Context: an optimization exercise on an open-source flow, tuned for small area, a short achievable clock period and few clock cycles per item. The choices shown serve that exercise and are no tape-out recipe. At most, simulation tests tie the RTL to the original design; equivalence was not proved. Power figures rest on the tool's default switching activity, not on a simulated workload.

==> v22 <==
==> flow/design.v <==
package wsm_pkg;
   localparam int CHAR_W = 8;
   localparam int CMD_W  = 2;
   localparam logic [CMD_W-1:0] CMD_CLEAR  = 2'd0;
   localparam logic [CMD_W-1:0] CMD_APPEND = 2'd1;
   localparam logic [CMD_W-1:0] CMD_TEXT   = 2'd2;
   localparam logic [CMD_W-1:0] CMD_FINISH = 2'd3;
   localparam logic [CHAR_W-1:0] WILD_ONE = 8'h3F;
   localparam logic [CHAR_W-1:0] WILD_RUN = 8'h2A;
   typedef struct packed {
      logic              valid;
      logic [CHAR_W-1:0] text;
      logic              left_new;
      logic              left_old;
   } wave_type;
endpackage
module wsm_cell (
   input  logic [wsm_pkg::CHAR_W-1:0] pat,
   input  logic [wsm_pkg::CHAR_W-1:0] text,
   output logic                       diag,
   output logic                       star
);
   assign diag = (pat == text) || (pat == wsm_pkg::WILD_ONE);
   assign star = (pat == wsm_pkg::WILD_RUN);
endmodule
module wildcard_string_matcher_core #(
   parameter int MAX_PATTERN = 64
) (
   input  logic        clock,
   input  logic        reset,
   input  logic        req_tvalid,
   output logic        req_tready,
   input  logic [7:0]  req_tdata,    
   input  logic [1:0]  req_tuser,    
   output logic        rsp_tvalid,
   input  logic        rsp_tready,
   output logic [7:0]  rsp_tdata     
);
   localparam int N     = MAX_PATTERN;   
   localparam int LEN_W = $clog2(N + 1);
   localparam int POS_W = $clog2(N);
   localparam int QD    = 5;              
   localparam int GRP   = 8;              
   localparam int NG    = N / GRP;
   localparam int CNT_W = $clog2(QD + 1);
   localparam int KLVL  = 3;                           
   localparam int RUN_K = 1 << KLVL;                   
   localparam int SLOW_PASSES = (N + RUN_K - 3) / (RUN_K - 1);   
   localparam int SC_W  = $clog2(SLOW_PASSES + 1);
   localparam int RK_W  = $clog2(RUN_K + 1);
   localparam int W_SLOT = N - 1;         
   logic             rdy_ff;
   logic             accept;
   logic             acc_clr, acc_app, acc_txt, acc_fin;
   logic [LEN_W-1:0] len_ff;
   logic [POS_W-1:0] cut_ff;        
   logic             seen_ff;       
   logic             ovf_ff;
   logic             full;
   logic             do_app;
   logic             text_star;
   logic [RK_W-1:0]  srun_ff;       
   logic             long_ff;       
   logic [SC_W-1:0]  slow_ff;       
   logic             slow;
   logic             tstar_ff;      
   logic             go_slow;
   logic             in_step;       
   assign req_tready = rdy_ff;
   assign accept     = req_tvalid && rdy_ff;
   assign acc_clr    = accept && (req_tuser == wsm_pkg::CMD_CLEAR);
   assign acc_app    = accept && (req_tuser == wsm_pkg::CMD_APPEND);
   assign acc_txt    = accept && (req_tuser == wsm_pkg::CMD_TEXT);
   assign acc_fin    = accept && (req_tuser == wsm_pkg::CMD_FINISH);
   assign full       = (len_ff == LEN_W'(N));
   assign do_app     = acc_app && !seen_ff && !full;
   assign text_star  = (req_tdata == wsm_pkg::WILD_RUN);
   assign slow       = (slow_ff != '0);
   assign go_slow    = acc_txt && long_ff;
   assign in_step    = ((cut_ff - len_ff[POS_W-1:0]) == POS_W'(W_SLOT - 1)) ||
                       (len_ff == '0);
   logic [7:0] pat_ff [N];
   logic [N-1:0] diag_in, star;
   logic [N-1:0] diag_nx, hold_nx;
   logic [N-1:0] diag_ff, hold_ff;
   logic       txt_ff, fin_ff, first_ff, pass_ff, rtxt_ff;
   logic [N-1:0] m_ff;
   genvar j;
   generate
      for (j = 0; j < N; j++) begin : g_cell
         wsm_cell u_cell (
            .pat  (pat_ff[j]),
            .text (req_tdata),
            .diag (diag_in[j]),
            .star (star[j])
         );
         if (j == W_SLOT) begin : g_wr
            assign diag_nx[j] = acc_txt ? diag_in[j] : (do_app && text_star);
            assign hold_nx[j] = acc_txt ? (star[j] && !text_star) :
                                slow    ? (star[j] && !tstar_ff) : !do_app;
         end else begin : g_rd
            assign diag_nx[j] = acc_txt && diag_in[j];
            assign hold_nx[j] = acc_txt ? (star[j] && !text_star) :
                                slow    ? (star[j] && !tstar_ff) : 1'b1;
         end
      end
   endgenerate
   always_ff @(posedge clock) begin
      for (int k = 0; k < N; k++) begin
         if (k == W_SLOT) begin
            pat_ff[(k + 1) % N] <= do_app ? req_tdata : pat_ff[k];
         end else begin
            pat_ff[(k + 1) % N] <= pat_ff[k];
         end
         diag_ff[(k + 1) % N] <= diag_nx[k];
         hold_ff[(k + 1) % N] <= hold_nx[k];
      end
   end
   always_ff @(posedge clock) begin
      first_ff <= !seen_ff;
      if (acc_txt) begin
         tstar_ff <= text_star;
      end
      if (reset) begin
         txt_ff  <= 1'b0;
         rtxt_ff <= 1'b0;
         pass_ff <= 1'b0;
         fin_ff  <= 1'b0;
         slow_ff <= '0;
      end else begin
         txt_ff  <= acc_txt || slow;
         rtxt_ff <= (acc_txt && !long_ff) || (slow_ff == SC_W'(1));
         pass_ff <= slow;
         fin_ff  <= acc_fin;
         if (go_slow) begin
            slow_ff <= SC_W'(SLOW_PASSES);
         end else if (slow) begin
            slow_ff <= slow_ff - SC_W'(1);
         end
      end
   end
   always_ff @(posedge clock) begin
      if (reset || acc_clr) begin
         cut_ff  <= POS_W'(W_SLOT);
         len_ff  <= '0;
         seen_ff <= 1'b0;
         ovf_ff  <= 1'b0;
         srun_ff <= '0;
         long_ff <= 1'b0;
      end else begin
         if (len_ff == '0 && !do_app) begin
            cut_ff <= POS_W'(W_SLOT);
         end else begin
            cut_ff <= cut_ff + POS_W'(1);
         end
         if (acc_app) begin
            if (!seen_ff) begin
               if (full) begin
                  ovf_ff <= 1'b1;
               end else begin
                  len_ff <= len_ff + LEN_W'(1);
                  if (!text_star) begin
                     srun_ff <= '0;
                  end else if (srun_ff == RK_W'(RUN_K - 1)) begin
                     long_ff <= 1'b1;
                  end else begin
                     srun_ff <= srun_ff + RK_W'(1);
                  end
               end
            end
         end else if (acc_txt) begin
            seen_ff <= 1'b1;
         end
      end
   end
   logic [N-1:0] cut;
   logic [N-1:0] new_row;
   always_comb begin
      for (int k = 0; k < N; k++) begin
         cut[k] = (cut_ff == POS_W'(k));
      end
   end
   always_comb begin
      logic [N-1:0] gg, pp;
      logic [N-1:0] g2, p2;
      for (int k = 0; k < N; k++) begin
         gg[k] = (diag_ff[k] && (cut[k] ? first_ff : m_ff[(k + 1) % N])) ||
                 ((hold_ff[k] || pass_ff) && m_ff[k]);
         pp[k] = hold_ff[k] && txt_ff && !cut[k];
      end
      for (int l = 0; l < KLVL; l++) begin
         for (int k = 0; k < N; k++) begin
            g2[k] = gg[k] || (pp[k] && gg[(k + (1 << l)) % N]);
            p2[k] = pp[k] && pp[(k + (1 << l)) % N];
         end
         gg = g2;
         pp = p2;
      end
      new_row = gg;
   end
   always_ff @(posedge clock) begin
      for (int k = 0; k < N; k++) begin
         m_ff[(k + 1) % N] <= new_row[k];
      end
   end
   logic             rv_ff, sv_ff;
   logic [POS_W-1:0] rpos_ff;
   logic             rzero_ff, szero_ff;
   logic             rm0_ff, sm0_ff;
   logic             rovf_ff, sovf_ff;
   logic [$clog2(NG)-1:0] shi_ff;
   logic [NG-1:0]    sgrp_ff;
   logic             r_match;
   always_ff @(posedge clock) begin
      rpos_ff  <= cut_ff - len_ff[POS_W-1:0] + POS_W'(2);
      rzero_ff <= (len_ff == '0);
      rm0_ff   <= fin_ff && !seen_ff;
      rovf_ff  <= ovf_ff;
      for (int g = 0; g < NG; g++) begin
         sgrp_ff[g] <= m_ff[g * GRP + int'(rpos_ff[$clog2(GRP)-1:0])];
      end
      shi_ff   <= rpos_ff[POS_W-1:$clog2(GRP)];
      szero_ff <= rzero_ff;
      sm0_ff   <= rm0_ff;
      sovf_ff  <= rovf_ff;
      if (reset) begin
         rv_ff <= 1'b0;
         sv_ff <= 1'b0;
      end else begin
         rv_ff <= rtxt_ff || fin_ff;
         sv_ff <= rv_ff;
      end
   end
   assign r_match = szero_ff ? sm0_ff : sgrp_ff[shi_ff];
   logic [QD-1:0] qv_ff;
   logic [1:0]    qd_ff [QD];
   logic [CNT_W-1:0] cnt_ff;
   logic          pop;
   assign pop = qv_ff[0] && rsp_tready;
   always_ff @(posedge clock) begin
      logic [QD:0] nv;
      logic [1:0]  nd [QD+1];
      for (int k = 0; k < QD; k++) begin
         nv[k] = qv_ff[k];
         nd[k] = qd_ff[k];
      end
      nv[QD] = 1'b0;
      nd[QD] = 2'b00;
      if (pop) begin
         for (int k = 0; k < QD; k++) begin
            nv[k] = nv[k+1];
            nd[k] = nd[k+1];
         end
      end
      for (int k = QD - 1; k >= 0; k--) begin
         if (sv_ff && !nv[k] && (k == 0 || nv[k-1])) begin
            nv[k] = 1'b1;
            nd[k] = {sovf_ff, r_match};
         end
      end
      for (int k = 0; k < QD; k++) begin
         qd_ff[k] <= nd[k];
      end
      if (reset) begin
         qv_ff <= '0;
      end else begin
         qv_ff <= nv[QD-1:0];
      end
   end
   always_ff @(posedge clock) begin
      logic [CNT_W-1:0] c;
      logic             seen_nx, full_nx, step_nx;
      c       = cnt_ff + CNT_W'(acc_txt || acc_fin) - CNT_W'(pop);
      seen_nx = !acc_clr && (seen_ff || acc_txt);
      full_nx = !acc_clr && (full || (do_app && len_ff == LEN_W'(N - 1)));
      step_nx = acc_clr || do_app || in_step;
      if (reset) begin
         cnt_ff <= '0;
         rdy_ff <= 1'b1;
      end else begin
         cnt_ff <= c;
         rdy_ff <= (c < CNT_W'(QD)) && !go_slow && !(slow_ff > SC_W'(1)) &&
                   (seen_nx || full_nx || step_nx);
      end
   end
   assign rsp_tvalid = qv_ff[0];
   assign rsp_tdata  = {6'b0, qd_ff[0]};
endmodule
==> flow/run.sh <==
#!/bin/bash
# synth_recipe.tcl (not shown) runs the flow's synth.tcl, then flattens the netlist and writes it again
# the make line also repeats each setting of config.mk as NAME=value (left out here)
make -C /OpenROAD-flow-scripts/flow DESIGN_CONFIG=/design/flow/config.mk WORK_HOME=/design/flow/orfs CLKGATE_MAP_FILE= SYNTH_SCRIPT=/design/flow/synth_recipe.tcl finish
==> flow/config.mk <==
export PLATFORM = sky130hd
export DESIGN_NAME = wildcard_string_matcher_core
export DESIGN_NICKNAME = wildcard_string_matcher_core
export VERILOG_FILES = /design/flow/design.v
export SDC_FILE = /design/flow/constraint.sdc
export NUM_CORES = 4
export LEC_CHECK = 0
export CAP_MARGIN = 20
export CORE_MARGIN = 2
export CORE_UTILIZATION = 65
export CTS_BUF_LIST = sky130_fd_sc_hd__clkbuf_4 sky130_fd_sc_hd__clkbuf_8
export CTS_CLUSTER_DIAMETER = 60
export CTS_CLUSTER_SIZE = 20
export SETUP_SLACK_MARGIN = 2.5
export SLEW_MARGIN = 20
==> flow/constraint.sdc <==
create_clock -name core_clock -period 5.0 [get_ports {clock}]
set_input_delay 1.0000 -clock core_clock [delete_from_list [all_inputs] [get_ports {clock}]]
set_output_delay 1.0000 -clock core_clock [all_outputs]
set_load 0.01 [all_outputs]
==> inputs of v25, as changes to v22 <==
--- a/flow/design.v
+++ b/flow/design.v
@@ -40,7 +40,5 @@
    localparam int LEN_W = $clog2(N + 1);
    localparam int POS_W = $clog2(N);
-   localparam int QD    = 5;              
-   localparam int GRP   = 8;              
-   localparam int NG    = N / GRP;
+   localparam int QD    = 4;              
    localparam int CNT_W = $clog2(QD + 1);
    localparam int KLVL  = 3;                           
@@ -204,11 +202,10 @@
       end
    end
-   logic             rv_ff, sv_ff;
+   logic             rv_ff;
    logic [POS_W-1:0] rpos_ff;
-   logic             rzero_ff, szero_ff;
-   logic             rm0_ff, sm0_ff;
-   logic             rovf_ff, sovf_ff;
-   logic [$clog2(NG)-1:0] shi_ff;
-   logic [NG-1:0]    sgrp_ff;
+   logic             rzero_ff;
+   logic             rm0_ff;
+   logic             rovf_ff;
+   logic [N-1:0]     row_sel;
    logic             r_match;
    always_ff @(posedge clock) begin
@@ -217,20 +214,16 @@
       rm0_ff   <= fin_ff && !seen_ff;
       rovf_ff  <= ovf_ff;
-      for (int g = 0; g < NG; g++) begin
-         sgrp_ff[g] <= m_ff[g * GRP + int'(rpos_ff[$clog2(GRP)-1:0])];
-      end
-      shi_ff   <= rpos_ff[POS_W-1:$clog2(GRP)];
-      szero_ff <= rzero_ff;
-      sm0_ff   <= rm0_ff;
-      sovf_ff  <= rovf_ff;
       if (reset) begin
          rv_ff <= 1'b0;
-         sv_ff <= 1'b0;
       end else begin
          rv_ff <= rtxt_ff || fin_ff;
-         sv_ff <= rv_ff;
-      end
-   end
-   assign r_match = szero_ff ? sm0_ff : sgrp_ff[shi_ff];
+      end
+   end
+   always_comb begin
+      for (int k = 0; k < N; k++) begin
+         row_sel[k] = (rpos_ff == POS_W'(k));
+      end
+   end
+   assign r_match = rzero_ff ? rm0_ff : |(row_sel & m_ff);
    logic [QD-1:0] qv_ff;
    logic [1:0]    qd_ff [QD];
@@ -254,7 +247,7 @@
       end
       for (int k = QD - 1; k >= 0; k--) begin
-         if (sv_ff && !nv[k] && (k == 0 || nv[k-1])) begin
+         if (rv_ff && !nv[k] && (k == 0 || nv[k-1])) begin
             nv[k] = 1'b1;
-            nd[k] = {sovf_ff, r_match};
+            nd[k] = {rovf_ff, r_match};
          end
       end
Settings changed: CTS_BUF_LIST sky130_fd_sc_hd__clkbuf_4 sky130_fd_sc_hd__clkbuf_8 to unset, CTS_CLUSTER_DIAMETER 60 to unset, CTS_CLUSTER_SIZE 20 to unset.
==> inputs of v5, as changes to v22 <==
--- a/flow/design.v
+++ b/flow/design.v
@@ -40,7 +40,5 @@
    localparam int LEN_W = $clog2(N + 1);
    localparam int POS_W = $clog2(N);
-   localparam int QD    = 5;              
-   localparam int GRP   = 8;              
-   localparam int NG    = N / GRP;
+   localparam int QD    = 4;              
    localparam int CNT_W = $clog2(QD + 1);
    localparam int KLVL  = 3;                           
@@ -204,11 +202,10 @@
       end
    end
-   logic             rv_ff, sv_ff;
+   logic             rv_ff;
    logic [POS_W-1:0] rpos_ff;
-   logic             rzero_ff, szero_ff;
-   logic             rm0_ff, sm0_ff;
-   logic             rovf_ff, sovf_ff;
-   logic [$clog2(NG)-1:0] shi_ff;
-   logic [NG-1:0]    sgrp_ff;
+   logic             rzero_ff;
+   logic             rm0_ff;
+   logic             rovf_ff;
+   logic [N-1:0]     row_sel;
    logic             r_match;
    always_ff @(posedge clock) begin
@@ -217,20 +214,16 @@
       rm0_ff   <= fin_ff && !seen_ff;
       rovf_ff  <= ovf_ff;
-      for (int g = 0; g < NG; g++) begin
-         sgrp_ff[g] <= m_ff[g * GRP + int'(rpos_ff[$clog2(GRP)-1:0])];
-      end
-      shi_ff   <= rpos_ff[POS_W-1:$clog2(GRP)];
-      szero_ff <= rzero_ff;
-      sm0_ff   <= rm0_ff;
-      sovf_ff  <= rovf_ff;
       if (reset) begin
          rv_ff <= 1'b0;
-         sv_ff <= 1'b0;
       end else begin
          rv_ff <= rtxt_ff || fin_ff;
-         sv_ff <= rv_ff;
-      end
-   end
-   assign r_match = szero_ff ? sm0_ff : sgrp_ff[shi_ff];
+      end
+   end
+   always_comb begin
+      for (int k = 0; k < N; k++) begin
+         row_sel[k] = (rpos_ff == POS_W'(k));
+      end
+   end
+   assign r_match = rzero_ff ? rm0_ff : |(row_sel & m_ff);
    logic [QD-1:0] qv_ff;
    logic [1:0]    qd_ff [QD];
@@ -254,7 +247,7 @@
       end
       for (int k = QD - 1; k >= 0; k--) begin
-         if (sv_ff && !nv[k] && (k == 0 || nv[k-1])) begin
+         if (rv_ff && !nv[k] && (k == 0 || nv[k-1])) begin
             nv[k] = 1'b1;
-            nd[k] = {sovf_ff, r_match};
+            nd[k] = {rovf_ff, r_match};
          end
       end
Settings changed: CTS_BUF_LIST sky130_fd_sc_hd__clkbuf_4 sky130_fd_sc_hd__clkbuf_8 to unset, CTS_CLUSTER_DIAMETER 60 to unset, CTS_CLUSTER_SIZE 20 to unset, SETUP_SLACK_MARGIN 2.5 to 2.9.
==> results.py <==
metrics = {
    "run_status": {
        "status": "complete, no violations",
    },
    "sta": {
        "setup_slack_ns": 2.55,
        "whs_ns": 0.336,
    },
    "critical_path": {
        "r2r_start": "cut_ff[5]",
        "worstPathCellList": "buf_6 -> or4b_4 -> o21ai_2 -> o21ai_1 -> a41o_1 -> o21bai_4 -> a221o_1",
        "critPathMaxFanout": 12,
    },
    "route": {
        "finalWirelength_mm": 80.7,
        "via_per_inst": 6.41,
    },
    "power": {
        "vdd_drop_max_mv": 0.292,
        "p_sw_frac": 0.323,
    },
    "cells_and_area": {
        "multi_input_area_um2": 14500,
    },
    "floorplanning": {
        "die_x_um": 221,
    },
}
That was v22.
==> results.py <==
metrics = {
    "critical_path": {
        "worstPathCellList": "clkdlybuf4s50_1 -> nand3_1 -> or2_2 -> nand2_1 -> o21ai_4 -> buf_12 -> o41ai_1",
        "critPathMaxFanout": 63,
        "r2r_start": "cut_ff[3]",
    },
    "floorplanning": {
        "die_x_um": 221,
    },
    "route": {
        "via_per_inst": 6.37,
    },
    "sta": {
        "setup_slack_ns": 2.52,
        "whs_ns": 0.367,
    },
    "power": {
        "p_sw_frac": 0.295,
    },
    "run_status": {
        "status": "complete, no violations",
    },
    "cells_and_area": {
        "multi_input_area_um2": 14700,
    },
}
That was v25.
==> results.py <==
metrics = {
    "run_status": {
        "status": "complete, no violations",
    },
    "critical_path": {
        "worstPathCellList": "buf_12 -> buf_8 -> buf_4 -> o2bb2ai_1 -> a222oi_1 -> a41oi_2 -> a211oi_4 -> buf_12 -> o21ai_2",
        "critPathMaxFanout": 6,
    },
    "power": {
        "vdd_drop_max_mv": 0.475,
        "p_sw_frac": 0.305,
    },
    "sta": {
        "whs_ns": 0.360,
    },
    "floorplanning": {
        "die_x_um": 221,
    },
    "cells_and_area": {
        "multi_input_area_um2": 16600,
    },
}
That was v5.
Testbench counts of v25, summed over its fixed seeds: cycles 9,983, items 5,396.
Testbench counts of v5, summed over its fixed seeds: cycles 9,983, items 5,396.
Only the layout flow was run in v22; the RTL was not checked for function there.

[re-timing with driven ports]
The flow's constraints put no driver on any port. The routed layouts listed below were extracted and timed again, unchanged, in two steps.
Step 1 sets driving cells, clkbuf_16 on the clock port and buf_2 on the other inputs (assumed; they add their load-dependent delay and slew).
Step 2 moves the port delays by t, midway between the first and last clock arrival at a register: inputs arrive t later, outputs are due t later. That takes back most of the time a late clock gives input paths.
Slacks: ideal ports / drivers / drivers and shift; pairs: ideal ports / drivers.
run	t, ns	setup WS [ns]	pins driven straight from the clock port
v22	0.750	2.554 / 2.554 / 1.838	1
v25	0.681	2.522 / 2.564 / 1.883	1
v5	0.673	2.616 / 2.616 / 2.233	1
After both steps every run listed still meets setup and hold. For v22, which loses most, drivers alone change the setup slack by 0.000 ns; drivers and shift together by -0.716 ns.
